What follows belongs to an exercise in optimizing a design on an open flow for small area, a short achievable clock period and few clock cycles per item; a production flow would make more cautious choices.
The RTL was checked by simulation tests, not by an equivalence proof against the original design.
Power figures rest on the tool's default switching activity, not on a simulated workload.

<file path="flow/config.mk">
export PLATFORM = sky130hd
export DESIGN_NAME = burst_interval_monitor
export DESIGN_NICKNAME = burst_interval_monitor
export VERILOG_FILES = /design/flow/design.v
export SDC_FILE = /design/flow/constraint.sdc
export NUM_CORES = 4
export LEC_CHECK = 0
export CAP_MARGIN = 20
export CORE_MARGIN = 2
export CORE_UTILIZATION = 40
export SLEW_MARGIN = 20
</file>
<file path="flow/constraint.sdc">
create_clock -name core_clock -period 6.0 [get_ports {clock}]
set_input_delay 1.2000 -clock core_clock [delete_from_list [all_inputs] [get_ports {clock}]]
set_output_delay 1.2000 -clock core_clock [all_outputs]
set_load 0.01 [all_outputs]
</file>
<file path="flow/design.v">
`default_nettype none
package bim_pkg;
   localparam int TS_W        = 48;
   localparam int CFG_W       = 32;
   localparam int FC_W        = 8;
   localparam int IVL_W       = 32;
   localparam int OFS_W       = 33;
   localparam int CNT_OUT_W   = 4;
   localparam int KIND_W      = 2;
   localparam int CSR_IDX_W   = 1;
   localparam int REQ_DATA_W  = 56;
   localparam int REQ_USER_W  = 2;
   localparam int RSP_DATA_W  = 152;
   localparam int RSP_USER_W  = 2;
   localparam logic [3:0] SUBTYPE_ACTION = 4'hD;
   localparam logic [CFG_W-1:0] EXPECTED_INTERVAL_RESET = 32'd1000000;
   localparam logic [CFG_W-1:0] BURST_TIMEOUT_RESET     = 32'd200000;
   localparam logic [CSR_IDX_W-1:0] CSR_EXPECTED_INTERVAL = 1'b0;
   localparam logic [CSR_IDX_W-1:0] CSR_BURST_TIMEOUT     = 1'b1;
   typedef enum logic [KIND_W-1:0] {
      KIND_FIRST_START = 2'd0,
      KIND_INTERVAL    = 2'd1,
      KIND_BURST_END   = 2'd2
   } kind_type;
   typedef enum logic [2:0] {
      ST_IDLE,
      ST_ELAPSED,
      ST_DECIDE,
      ST_ACCUM,
      ST_DIV_START,
      ST_DIV_WAIT,
      ST_PUBLISH
   } bim_state_type;
   typedef struct packed {
      logic load;
      logic calc_elapsed;
      logic end_burst;
      logic first_start;
      logic update;
      logic accumulate;
      logic div_start;
      logic publish;
   } bim_cmd_type;
   typedef struct packed {
      logic is_check;
      logic qualifies;
      logic burst_active;
      logic has_previous;
      logic timeout_hit;
      logic div_busy;
      logic out_free;
   } bim_status_type;
endpackage
`default_nettype wire
`default_nettype none
module bim_div #(
   parameter int SUM_W = 36,
   parameter int CNT_W = 4
) (
   input  wire logic             clock,
   input  wire logic             reset,
   input  wire logic             start,
   input  wire logic [SUM_W-1:0] dividend,
   input  wire logic [CNT_W-1:0] divisor,
   output logic                  busy,
   output logic [SUM_W-1:0]      quotient
);
   localparam int STEP_W = $clog2(SUM_W + 1);
   logic [CNT_W-1:0]  rem_ff, rem_in;
   logic [SUM_W-1:0]  quo_ff, quo_in;
   logic [STEP_W-1:0] step_ff, step_in;
   logic              busy_ff, busy_in;
   logic [CNT_W:0]    shifted;
   logic              fits;
   always_comb begin
      shifted = {rem_ff, quo_ff[SUM_W-1]};
      fits    = shifted >= {1'b0, divisor};
      rem_in  = rem_ff;
      quo_in  = quo_ff;
      step_in = step_ff;
      busy_in = busy_ff;
      if (start) begin
         rem_in  = '0;
         quo_in  = dividend;
         step_in = STEP_W'(SUM_W);
         busy_in = 1'b1;
      end else if (busy_ff) begin
         rem_in  = fits ? CNT_W'(shifted - {1'b0, divisor}) : shifted[CNT_W-1:0];
         quo_in  = {quo_ff[SUM_W-2:0], fits};
         step_in = step_ff - 1'b1;
         busy_in = step_ff != STEP_W'(1);
      end
   end
   always_ff @(posedge clock) begin
      if (reset) begin
         busy_ff <= 1'b0;
         step_ff <= '0;
      end else begin
         busy_ff <= busy_in;
         step_ff <= step_in;
      end
   end
   always_ff @(posedge clock) begin
      rem_ff <= rem_in;
      quo_ff <= quo_in;
   end
   assign busy     = busy_ff;
   assign quotient = quo_ff;
endmodule
`default_nettype wire
`default_nettype none
import bim_pkg::*;
module bim_dp #(
   parameter int RING_DEPTH = 10
) (
   input  wire logic                             clock,
   input  wire logic                             reset,
   input  wire bim_pkg::bim_cmd_type             cmd,
   output bim_pkg::bim_status_type               status,
   input  wire logic                             csr_we,
   input  wire logic [bim_pkg::CSR_IDX_W-1:0]    csr_index,
   input  wire logic [bim_pkg::CFG_W-1:0]        csr_wdata,
   input  wire logic                             req_opcode,
   input  wire logic                             req_is_management,
   input  wire logic [bim_pkg::FC_W-1:0]         req_frame_control_byte,
   input  wire logic [bim_pkg::TS_W-1:0]         req_timestamp,
   input  wire logic                             rsp_tready,
   output logic                                  rsp_valid,
   output logic [bim_pkg::KIND_W-1:0]            rsp_event_kind,
   output logic [bim_pkg::TS_W-1:0]              rsp_start_time,
   output logic [bim_pkg::IVL_W-1:0]             rsp_interval,
   output logic signed [bim_pkg::OFS_W-1:0]      rsp_instant_offset,
   output logic signed [bim_pkg::OFS_W-1:0]      rsp_average_offset,
   output logic [bim_pkg::CNT_OUT_W-1:0]         rsp_sample_count
);
   localparam int CNT_W = $clog2(RING_DEPTH + 1);
   localparam int IDX_W = (RING_DEPTH > 1) ? $clog2(RING_DEPTH) : 1;
   localparam int SUM_W = IVL_W + CNT_W;
   logic [CFG_W-1:0] expected_ff, expected_in;
   logic [CFG_W-1:0] timeout_ff, timeout_in;
   logic             opcode_ff, mgmt_ff;
   logic [FC_W-1:0]  fc_ff;
   logic [TS_W-1:0]  now_ff;
   logic             active_ff, active_in;
   logic             has_prev_ff, has_prev_in;
   logic [TS_W-1:0]  prev_ff, prev_in;
   logic [CNT_W-1:0] count_ff, count_in;
   logic [IDX_W-1:0] pos_ff, pos_in;
   logic [SUM_W-1:0] sum_ff, sum_in;
   logic [TS_W-1:0]  elapsed_ff;
   logic [IVL_W-1:0] ivl_ff;
   logic [IVL_W-1:0] old_ff;
   bim_pkg::kind_type kind_ff;
   logic             ring_full;
   logic [IVL_W-1:0] ring_mem [RING_DEPTH];
   logic             div_busy;
   logic [SUM_W-1:0] quotient;
   logic                    valid_ff, valid_in;
   logic [KIND_W-1:0]       out_kind_ff;
   logic [TS_W-1:0]         out_start_ff;
   logic [IVL_W-1:0]        out_ivl_ff;
   logic signed [OFS_W-1:0] out_inst_ff, out_avg_ff;
   logic [CNT_OUT_W-1:0]    out_count_ff;
   logic                    is_interval;
   assign ring_full   = count_ff == CNT_W'(RING_DEPTH);
   assign is_interval = kind_ff == KIND_INTERVAL;
   always_comb begin
      expected_in = expected_ff;
      timeout_in  = timeout_ff;
      if (csr_we) begin
         case (csr_index)
            CSR_EXPECTED_INTERVAL: expected_in = csr_wdata;
            CSR_BURST_TIMEOUT:     timeout_in  = csr_wdata;
            default: ;
         endcase
      end
   end
   always_comb begin
      active_in   = active_ff;
      has_prev_in = has_prev_ff;
      prev_in     = prev_ff;
      count_in    = count_ff;
      pos_in      = pos_ff;
      sum_in      = sum_ff;
      if (cmd.end_burst) begin
         active_in = 1'b0;
      end
      if (cmd.first_start) begin
         active_in   = 1'b1;
         has_prev_in = 1'b1;
         prev_in     = now_ff;
      end
      if (cmd.update) begin
         active_in = 1'b1;
         prev_in   = now_ff;
         if (ring_full) begin
            sum_in = sum_ff - {{CNT_W{1'b0}}, old_ff};
         end else begin
            count_in = count_ff + 1'b1;
         end
      end
      if (cmd.accumulate) begin
         sum_in = sum_ff + {{CNT_W{1'b0}}, ivl_ff};
         pos_in = (pos_ff == IDX_W'(RING_DEPTH - 1)) ? '0 : pos_ff + 1'b1;
      end
   end
   assign valid_in = cmd.publish ? 1'b1 : (rsp_tready ? 1'b0 : valid_ff);
   always_ff @(posedge clock) begin
      if (reset) begin
         expected_ff <= EXPECTED_INTERVAL_RESET;
         timeout_ff  <= BURST_TIMEOUT_RESET;
         active_ff   <= 1'b0;
         has_prev_ff <= 1'b0;
         prev_ff     <= '0;
         count_ff    <= '0;
         pos_ff      <= '0;
         sum_ff      <= '0;
         valid_ff    <= 1'b0;
      end else begin
         expected_ff <= expected_in;
         timeout_ff  <= timeout_in;
         active_ff   <= active_in;
         has_prev_ff <= has_prev_in;
         prev_ff     <= prev_in;
         count_ff    <= count_in;
         pos_ff      <= pos_in;
         sum_ff      <= sum_in;
         valid_ff    <= valid_in;
      end
   end
   always_ff @(posedge clock) begin
      if (cmd.load) begin
         opcode_ff <= req_opcode;
         mgmt_ff   <= req_is_management;
         fc_ff     <= req_frame_control_byte;
         now_ff    <= req_timestamp;
      end
      if (cmd.calc_elapsed) begin
         elapsed_ff <= now_ff - prev_ff;
      end
      if (cmd.end_burst) begin
         kind_ff <= KIND_BURST_END;
      end
      if (cmd.first_start) begin
         kind_ff <= KIND_FIRST_START;
      end
      if (cmd.update) begin
         kind_ff <= KIND_INTERVAL;
         ivl_ff  <= (|elapsed_ff[TS_W-1:IVL_W]) ? '1 : elapsed_ff[IVL_W-1:0];
      end
      if (cmd.publish) begin
         out_kind_ff  <= kind_ff;
         out_start_ff <= prev_ff;
         out_ivl_ff   <= is_interval ? ivl_ff : '0;
         out_inst_ff  <= is_interval ? $signed({1'b0, ivl_ff} - {1'b0, expected_ff}) : '0;
         out_avg_ff   <= is_interval ?
                         $signed({1'b0, quotient[IVL_W-1:0]} - {1'b0, expected_ff}) : '0;
         out_count_ff <= CNT_OUT_W'(count_ff);
      end
   end
   always_ff @(posedge clock) begin
      if (cmd.accumulate) begin
         ring_mem[pos_ff] <= ivl_ff;
      end
      old_ff <= ring_mem[pos_ff];
   end
   bim_div #(
      .SUM_W (SUM_W),
      .CNT_W (CNT_W)
   ) u_div (
      .clock    (clock),
      .reset    (reset),
      .start    (cmd.div_start),
      .dividend (sum_ff),
      .divisor  (count_ff),
      .busy     (div_busy),
      .quotient (quotient)
   );
   always_comb begin
      status.is_check     = opcode_ff;
      status.qualifies    = mgmt_ff && (fc_ff[FC_W-1:FC_W-4] == SUBTYPE_ACTION);
      status.burst_active = active_ff;
      status.has_previous = has_prev_ff;
      status.timeout_hit  = elapsed_ff >= {{(TS_W - CFG_W){1'b0}}, timeout_ff};
      status.div_busy     = div_busy;
      status.out_free     = !valid_ff || rsp_tready;
   end
   assign rsp_valid          = valid_ff;
   assign rsp_event_kind     = out_kind_ff;
   assign rsp_start_time     = out_start_ff;
   assign rsp_interval       = out_ivl_ff;
   assign rsp_instant_offset = out_inst_ff;
   assign rsp_average_offset = out_avg_ff;
   assign rsp_sample_count   = out_count_ff;
endmodule
`default_nettype wire
`default_nettype none
import bim_pkg::*;
module bim_ctrl (
   input  wire logic                    clock,
   input  wire logic                    reset,
   input  wire logic                    req_tvalid,
   output logic                         req_tready,
   input  wire bim_pkg::bim_status_type status,
   output bim_pkg::bim_cmd_type         cmd
);
   bim_pkg::bim_state_type state_ff, state_in;
   logic          end_now, start_now;
   assign end_now   = status.is_check && status.burst_active && status.timeout_hit;
   assign start_now = !status.is_check && status.qualifies && !status.burst_active;
   always_comb begin
      state_in = state_ff;
      case (state_ff)
         ST_IDLE: begin
            if (req_tvalid) begin
               state_in = ST_ELAPSED;
            end
         end
         ST_ELAPSED: state_in = ST_DECIDE;
         ST_DECIDE: begin
            if (end_now) begin
               state_in = ST_PUBLISH;
            end else if (start_now) begin
               state_in = status.has_previous ? ST_ACCUM : ST_PUBLISH;
            end else begin
               state_in = ST_IDLE;
            end
         end
         ST_ACCUM:     state_in = ST_DIV_START;
         ST_DIV_START: state_in = ST_DIV_WAIT;
         ST_DIV_WAIT: begin
            if (!status.div_busy) begin
               state_in = ST_PUBLISH;
            end
         end
         ST_PUBLISH: begin
            if (status.out_free) begin
               state_in = ST_IDLE;
            end
         end
         default: state_in = ST_IDLE;
      endcase
   end
   always_comb begin
      cmd        = '0;
      req_tready = 1'b0;
      case (state_ff)
         ST_IDLE: begin
            req_tready = 1'b1;
            cmd.load   = req_tvalid;
         end
         ST_ELAPSED: cmd.calc_elapsed = 1'b1;
         ST_DECIDE: begin
            cmd.end_burst   = end_now;
            cmd.first_start = start_now && !status.has_previous;
            cmd.update      = start_now && status.has_previous;
         end
         ST_ACCUM:     cmd.accumulate = 1'b1;
         ST_DIV_START: cmd.div_start  = 1'b1;
         ST_DIV_WAIT:  ;
         ST_PUBLISH:   cmd.publish    = status.out_free;
         default: ;
      endcase
   end
   always_ff @(posedge clock) begin
      if (reset) begin
         state_ff <= ST_IDLE;
      end else begin
         state_ff <= state_in;
      end
   end
endmodule
`default_nettype wire
`default_nettype none
import bim_pkg::*;
module burst_interval_monitor #(
   parameter int RING_DEPTH = 10
) (
   input  wire logic                             clock,
   input  wire logic                             reset,
   input  wire logic                             req_tvalid,
   output logic                                  req_tready,
   input  wire logic [bim_pkg::REQ_DATA_W-1:0]   req_tdata,
   input  wire logic [bim_pkg::REQ_USER_W-1:0]   req_tuser,
   output logic                                  rsp_tvalid,
   input  wire logic                             rsp_tready,
   output logic [bim_pkg::RSP_DATA_W-1:0]        rsp_tdata,
   output logic [bim_pkg::RSP_USER_W-1:0]        rsp_tuser,
   input  wire logic                             csr_we,
   input  wire logic [bim_pkg::CSR_IDX_W-1:0]    csr_index,
   input  wire logic [bim_pkg::CFG_W-1:0]        csr_wdata
);
   bim_pkg::bim_cmd_type             cmd;
   bim_pkg::bim_status_type          status;
   logic [KIND_W-1:0]       event_kind;
   logic [TS_W-1:0]         start_time;
   logic [IVL_W-1:0]        interval;
   logic signed [OFS_W-1:0] instant_offset;
   logic signed [OFS_W-1:0] average_offset;
   logic [CNT_OUT_W-1:0]    sample_count;
   bim_ctrl u_ctrl (
      .clock      (clock),
      .reset      (reset),
      .req_tvalid (req_tvalid),
      .req_tready (req_tready),
      .status     (status),
      .cmd        (cmd)
   );
   bim_dp #(
      .RING_DEPTH (RING_DEPTH)
   ) u_dp (
      .clock                  (clock),
      .reset                  (reset),
      .cmd                    (cmd),
      .status                 (status),
      .csr_we                 (csr_we),
      .csr_index              (csr_index),
      .csr_wdata              (csr_wdata),
      .req_opcode             (req_tuser[0]),
      .req_is_management      (req_tuser[1]),
      .req_frame_control_byte (req_tdata[FC_W-1:0]),
      .req_timestamp          (req_tdata[FC_W+TS_W-1:FC_W]),
      .rsp_tready             (rsp_tready),
      .rsp_valid              (rsp_tvalid),
      .rsp_event_kind         (event_kind),
      .rsp_start_time         (start_time),
      .rsp_interval           (interval),
      .rsp_instant_offset     (instant_offset),
      .rsp_average_offset     (average_offset),
      .rsp_sample_count       (sample_count)
   );
   assign rsp_tdata = {2'b00, sample_count, average_offset, instant_offset,
                       interval, start_time};
   assign rsp_tuser = event_kind;
endmodule
`default_nettype wire
</file>
<file path="flow/run.sh">
#!/bin/bash
# synth_recipe.tcl (not shown) runs the flow's synth.tcl, then flattens the netlist and writes it again
# the make line also repeats each setting of config.mk as NAME=value (left out here)
make -C /OpenROAD-flow-scripts/flow DESIGN_CONFIG=/design/flow/config.mk WORK_HOME=/design/flow/orfs CLKGATE_MAP_FILE= SYNTH_SCRIPT=/design/flow/synth_recipe.tcl finish
</file>
==> impl_results.html <==
<table>
<tr><th>Metric</th><th>Value</th></tr>
<tr><th colspan="2">Synth</th></tr>
<tr><td>Async SR Flop Fraction</td><td>0%</td></tr>
<tr><td>Count of synthesis-stage warnings from yosys</td><td>3</td></tr>
<tr><td>Count of different cell masters after synthesis</td><td>73</td></tr>
<tr><td>Cell type contributing the most total cell area after synthesis</td><td>sky130_fd_sc_hd__edfxtp_1</td></tr>
<tr><td>Cell area after synthesis</td><td>39500 um^2</td></tr>
<tr><td>Synth area leaders</td><td>sky130_fd_sc_hd__edfxtp_1 49%, sky130_fd_sc_hd__dfxtp_1 10%, sky130_fd_sc_hd__ha_1 6.0%, sky130_fd_sc_hd__nand2_1 4.4%, sky130_fd_sc_hd__a21oi_1 4.3%</td></tr>
<tr><td>Post-Synthesis Cells</td><td>3389</td></tr>
<tr><td>Part of the Yosys area used for sequential elements</td><td>59.29%</td></tr>
<tr><td>Number of flops mapped to enable cells by yosys</td><td>642</td></tr>
<tr><td>Average instance area after synthesis</td><td>11.66 um^2</td></tr>
<tr><td>Register bit total from synthesis</td><td>849</td></tr>
<tr><td>Share of the synthesized area in the top cell type</td><td>48.80%</td></tr>
<tr><td>Main synth FF type</td><td>sky130_fd_sc_hd__edfxtp_1</td></tr>
<tr><th colspan="2">Timing</th></tr>
<tr><td>Worst hold slack</td><td>447.1 ps</td></tr>
<tr><td>Achievable clock frequency</td><td>213.0 MHz</td></tr>
<tr><td>Max-slew headroom</td><td>30.54%</td></tr>
<tr><td>Worst Max-Slew Pin Slew</td><td>1042 ps</td></tr>
<tr><td>Setup violation total in the final timing report</td><td>0</td></tr>
<tr><td>Final setup skew</td><td>27.52 ps</td></tr>
<tr><td>Post-route fraction of the period consumed by the critical path</td><td>78.24%</td></tr>
<tr><td>Final critical path time including I/O delays and setup</td><td>4694 ps</td></tr>
<tr><td>Setup repair after global routing missed its margin</td><td>no</td></tr>
<tr><td>Total Negative Setup Slacks</td><td>0 ps</td></tr>
<tr><td>Max-slew violation count</td><td>0</td></tr>
<tr><td>Number of hold violations in the final report</td><td>0</td></tr>
<tr><th colspan="2">Placed design</th></tr>
<tr><td>DP HPWL</td><td>72270 um</td></tr>
<tr><td>Placed cells</td><td>4820</td></tr>
<tr><td>Weighted congestion at the end of routability-driven global placement</td><td>0.8854</td></tr>
<tr><td>Port buffer count</td><td>245</td></tr>
<tr><th colspan="2">Floorplan</th></tr>
<tr><td>Number of rows created at floorplan</td><td>115</td></tr>
<tr><td>Number of top-level pins</td><td>252</td></tr>
<tr><td>Die X-Extent</td><td>318.3 um</td></tr>
<tr><td>Effective utilization at floorplan</td><td>40.26%</td></tr>
<tr><td>Die footprint</td><td>101300 um^2</td></tr>
<tr><td>Height of the die</td><td>318.3 um</td></tr>
<tr><td>Core area</td><td>98130 um^2</td></tr>
<tr><th colspan="2">Worst setup path</th></tr>
<tr><td>Worst setup path category</td><td>register to register</td></tr>
<tr><td>Kind of end point of the critical path</td><td>register</td></tr>
<tr><td>Maximum fanout encountered on the critical timing path</td><td>6</td></tr>
<tr><td>R2R Setup Slk</td><td>1310 ps</td></tr>
<tr><td>CP startpoint kind</td><td>register</td></tr>
<tr><td>Critical path data required time</td><td>6580 ps</td></tr>
<tr><td>Endpoint arrival time on the critical path</td><td>5270 ps</td></tr>
<tr><th colspan="2">Cells and area</th></tr>
<tr><td>Most frequent cells in the layout</td><td>642 x sky130_fd_sc_hd__edfxtp_1, 456 x sky130_fd_sc_hd__nand2_1, 337 x sky130_fd_sc_hd__a21oi_1</td></tr>
<tr><td>Fraction of layout cells with a size suffix above 1</td><td>8.686%</td></tr>
<tr><td>Most frequent standard cell in the layout excluding fill and tap cells</td><td>sky130_fd_sc_hd__edfxtp_1</td></tr>
<tr><td>Final #Nets</td><td>3917</td></tr>
<tr><td>Synth-to-layout area growth</td><td>18.12%</td></tr>
<tr><td>Finished Layout Cells</td><td>4996</td></tr>
<tr><th colspan="2">Power and ir drop</th></tr>
<tr><td>Static leakage power</td><td>14.99 nW</td></tr>
<tr><td>Maximum resistive drop on vdd</td><td>0.2367 mV</td></tr>
<tr><td>Pwr Total</td><td>13.08 mW</td></tr>
<tr><td>Power per Cell Area</td><td>280.3 nW/um^2</td></tr>
<tr><th colspan="2">Clock tree</th></tr>
<tr><td>Maximum number of buffers from clock root to sink</td><td>3</td></tr>
<tr><td>H-tree level count</td><td>3</td></tr>
<tr><td>Clk Tree Root Cell</td><td>sky130_fd_sc_hd__clkbuf_16</td></tr>
<tr><td>Total of hold buffers inserted after clock tree synthesis</td><td>0</td></tr>
<tr><td>Total clock buffers created by CTS</td><td>93</td></tr>
<tr><td>Count of cells resized by post-cts repair</td><td>0</td></tr>
<tr><td>Number of setup buffers added after CTS</td><td>0</td></tr>
<tr><td>TritonCTS clock tree</td><td>done</td></tr>
<tr><td>TritonCTS Sinks</td><td>849</td></tr>
<tr><td>Clock transition at the registers of the reported paths</td><td>60 ps</td></tr>
<tr><td>Clock insertion delay at the later pin of the skew report</td><td>670 ps</td></tr>
<tr><th colspan="2">Status</th></tr>
<tr><td>Status</td><td>no timing/DRC/antenna violations</td></tr>
<tr><th colspan="2">Global routing</th></tr>
<tr><td>Initial antenna violation count</td><td>21</td></tr>
<tr><td>Via count of the first global-routing pass</td><td>26440</td></tr>
<tr><td>Largest net degree at the start of global routing</td><td>92</td></tr>
<tr><td>Leftover overflow at the end of global routing</td><td>0</td></tr>
<tr><td>First-pass GRT wire length</td><td>156600 um</td></tr>
<tr><td>Overall track demand over capacity in global routing</td><td>20.00%</td></tr>
<tr><th colspan="2">Route</th></tr>
<tr><td>Post-DRT Antenna Nets</td><td>0</td></tr>
<tr><td>First DRT Iteration DRCs</td><td>2214</td></tr>
<tr><td>First drt pass iteration count</td><td>5</td></tr>
<tr><td>Routed vias</td><td>26410</td></tr>
<tr><td>Wire per inst</td><td>20.42 um</td></tr>
<tr><td>Avg Vias per Cell</td><td>5.287</td></tr>
<tr><td>Remaining design rule violation count</td><td>0</td></tr>
<tr><td>Total Routed Length</td><td>102000 um</td></tr>
<tr><th colspan="2">Job</th></tr>
<tr><td>Max cap viols</td><td>0</td></tr>
<tr><th colspan="2">Min path</th></tr>
<tr><td>Tightest Hold Check Type</td><td>register to register</td></tr>
</table>
## layout make-up
cell class | count | area, um^2
multi-input combinational | 2230 | 15000
antenna | 2 | 5.005
clock inverter | 41 | 554.3
fill | 8978 | 51470
inverter | 169 | 634.4
tap | 1287 | 1610
timing repair buffer | 285 | 2779
clock buffer | 133 | 2640
sequential | 849 | 23440
## synth_stat cells (8+ instances only)
master / number
sky130_fd_sc_hd__nor4_1: 19
sky130_fd_sc_hd__nand2_1: 458
sky130_fd_sc_hd__mux2i_1: 34
sky130_fd_sc_hd__nor2b_1: 61
sky130_fd_sc_hd__or2_2: 36
sky130_fd_sc_hd__xor2_1: 62
sky130_fd_sc_hd__a211o_1: 13
sky130_fd_sc_hd__o21bai_1: 19
sky130_fd_sc_hd__clkbuf_1: 119
sky130_fd_sc_hd__buf_1: 19
sky130_fd_sc_hd__o21a_1: 24
sky130_fd_sc_hd__nor3b_1: 9
sky130_fd_sc_hd__nor2_1: 218
sky130_fd_sc_hd__a211oi_1: 52
sky130_fd_sc_hd__nand4_1: 20
sky130_fd_sc_hd__ha_1: 188
sky130_fd_sc_hd__edfxtp_1: 642
sky130_fd_sc_hd__dfxtp_1: 207
sky130_fd_sc_hd__mux4_2: 64
sky130_fd_sc_hd__o211ai_1: 17
sky130_fd_sc_hd__or3_1: 8
sky130_fd_sc_hd__a21o_1: 82
sky130_fd_sc_hd__o31ai_1: 15
sky130_fd_sc_hd__a21oi_1: 338
sky130_fd_sc_hd__a31oi_1: 21
sky130_fd_sc_hd__xnor2_1: 89
sky130_fd_sc_hd__and3_1: 22
sky130_fd_sc_hd__and2_1: 39
sky130_fd_sc_hd__nand2b_1: 30
sky130_fd_sc_hd__nand3_1: 42
sky130_fd_sc_hd__nor3_1: 63
sky130_fd_sc_hd__o21ai_0: 89
sky130_fd_sc_hd__inv_1: 169
sky130_fd_sc_hd__nand3b_1: 9
## routing by layer
metal | GRT usage, % | up-vias | share of wire, %
li1 | - | 12790 | -
met1 | 26.42 | 12810 | 44
met2 | 33.88 | 621 | 48
met3 | 4.026 | 159 | 5.7
met4 | 4.539 | 34 | 2.1
met5 | 0 | - | 0.20
## kinds of logic after synthesis
group	synth area share, %
compound gates	11.45
xor+xnor	3.348
fa+ha+maj	6.208
buf+inv	2.987
flops	59.29
mux	4.539
other cells	0.009493
simple gates	12.17
## metrics by stage
stage,worst slack [ps],utilization [%],instance area [um^2]
5_1_grt,917.3,47.55,46660
3_5_place_dp,1411,44.29,43460
6_report,1306,47.55,46660
4_1_cts,1356,47.54,46650
2_1_floorplan,200.2,-,39510
3_3_place_gp,1395,44.29,43460
## state kept, by name (all words and copies together) (netlist names), 36 cells and up
signal / flops
u_dp.prev_ff: 48
u_dp.u_div.quo_ff: 36
u_dp.sum_ff: 36
u_dp.ring_mem: 320
u_dp.elapsed_ff: 48
u_dp.out_start_ff: 48
u_dp.now_ff: 48
## power by group
group | internal (mW) | leakage [nW] | switching, mW
clock network | 3.48 | 1.54 | 2.40
registers | 6.36 | 6.38 | 0.0552
logic | 0.327 | 7.07 | 0.456
## worst max-delay path: stages, from the launching register on
cell                       delay, ps
sky130_fd_sc_hd__dfxtp_1         330
sky130_fd_sc_hd__nor4_1          360
sky130_fd_sc_hd__nand2_1         230
sky130_fd_sc_hd__nor4_2          470
sky130_fd_sc_hd__nand2_1         130
sky130_fd_sc_hd__xnor2_1         160
sky130_fd_sc_hd__a21oi_1          90
sky130_fd_sc_hd__ha_1            390
sky130_fd_sc_hd__and3_1          220
sky130_fd_sc_hd__a21o_1          180
sky130_fd_sc_hd__a221o_1         340
sky130_fd_sc_hd__a31o_2          250
sky130_fd_sc_hd__a31o_2          270
sky130_fd_sc_hd__o31ai_1         370
sky130_fd_sc_hd__o311ai_1        190
sky130_fd_sc_hd__xnor2_1         160
sky130_fd_sc_hd__or3_1           320
sky130_fd_sc_hd__a21oi_1         140
## path summary, 6_finish.rpt
check / start / endpoint / cells past startpoint
worst max-delay path: u_dp.old_ff[3] / u_dp.sum_ff[35] / 17
worst min-delay path: u_dp.prev_ff[23] / u_dp.out_start_ff[23] / 0
worst max register to register: u_dp.old_ff[3] / u_dp.sum_ff[35] / 17
worst min register to register: u_dp.prev_ff[23] / u_dp.out_start_ff[23] / 0
Testbench counts, summed over its fixed seeds: cycles 29,551, items 2,424.

-- port drivers added, routing unchanged --
The flow's constraints put no driver on any port. The routed layout listed below was extracted and timed again, unchanged, in two steps.
Step 1 assumes that a clkbuf_16 drives the clock port and a buf_2 every other input.
Step 2 times the ports against the registers' clock, not the clock port: input delays grow and output delays shrink by t, the midpoint of the rising clock arrivals with the driver on.
Three values: no drivers, after step 1, after step 2; two values: the first two.
t, ns: 0.725
setup WS [ns]: 1.306 / 1.306 / 1.306
worst setup path at the end: register to register
worst slew at a driven data input, ns: 0.11
After both steps this run still meets setup and hold. For this run, drivers alone change the setup slack by 0.000 ns; drivers and shift together by 0.000 ns.
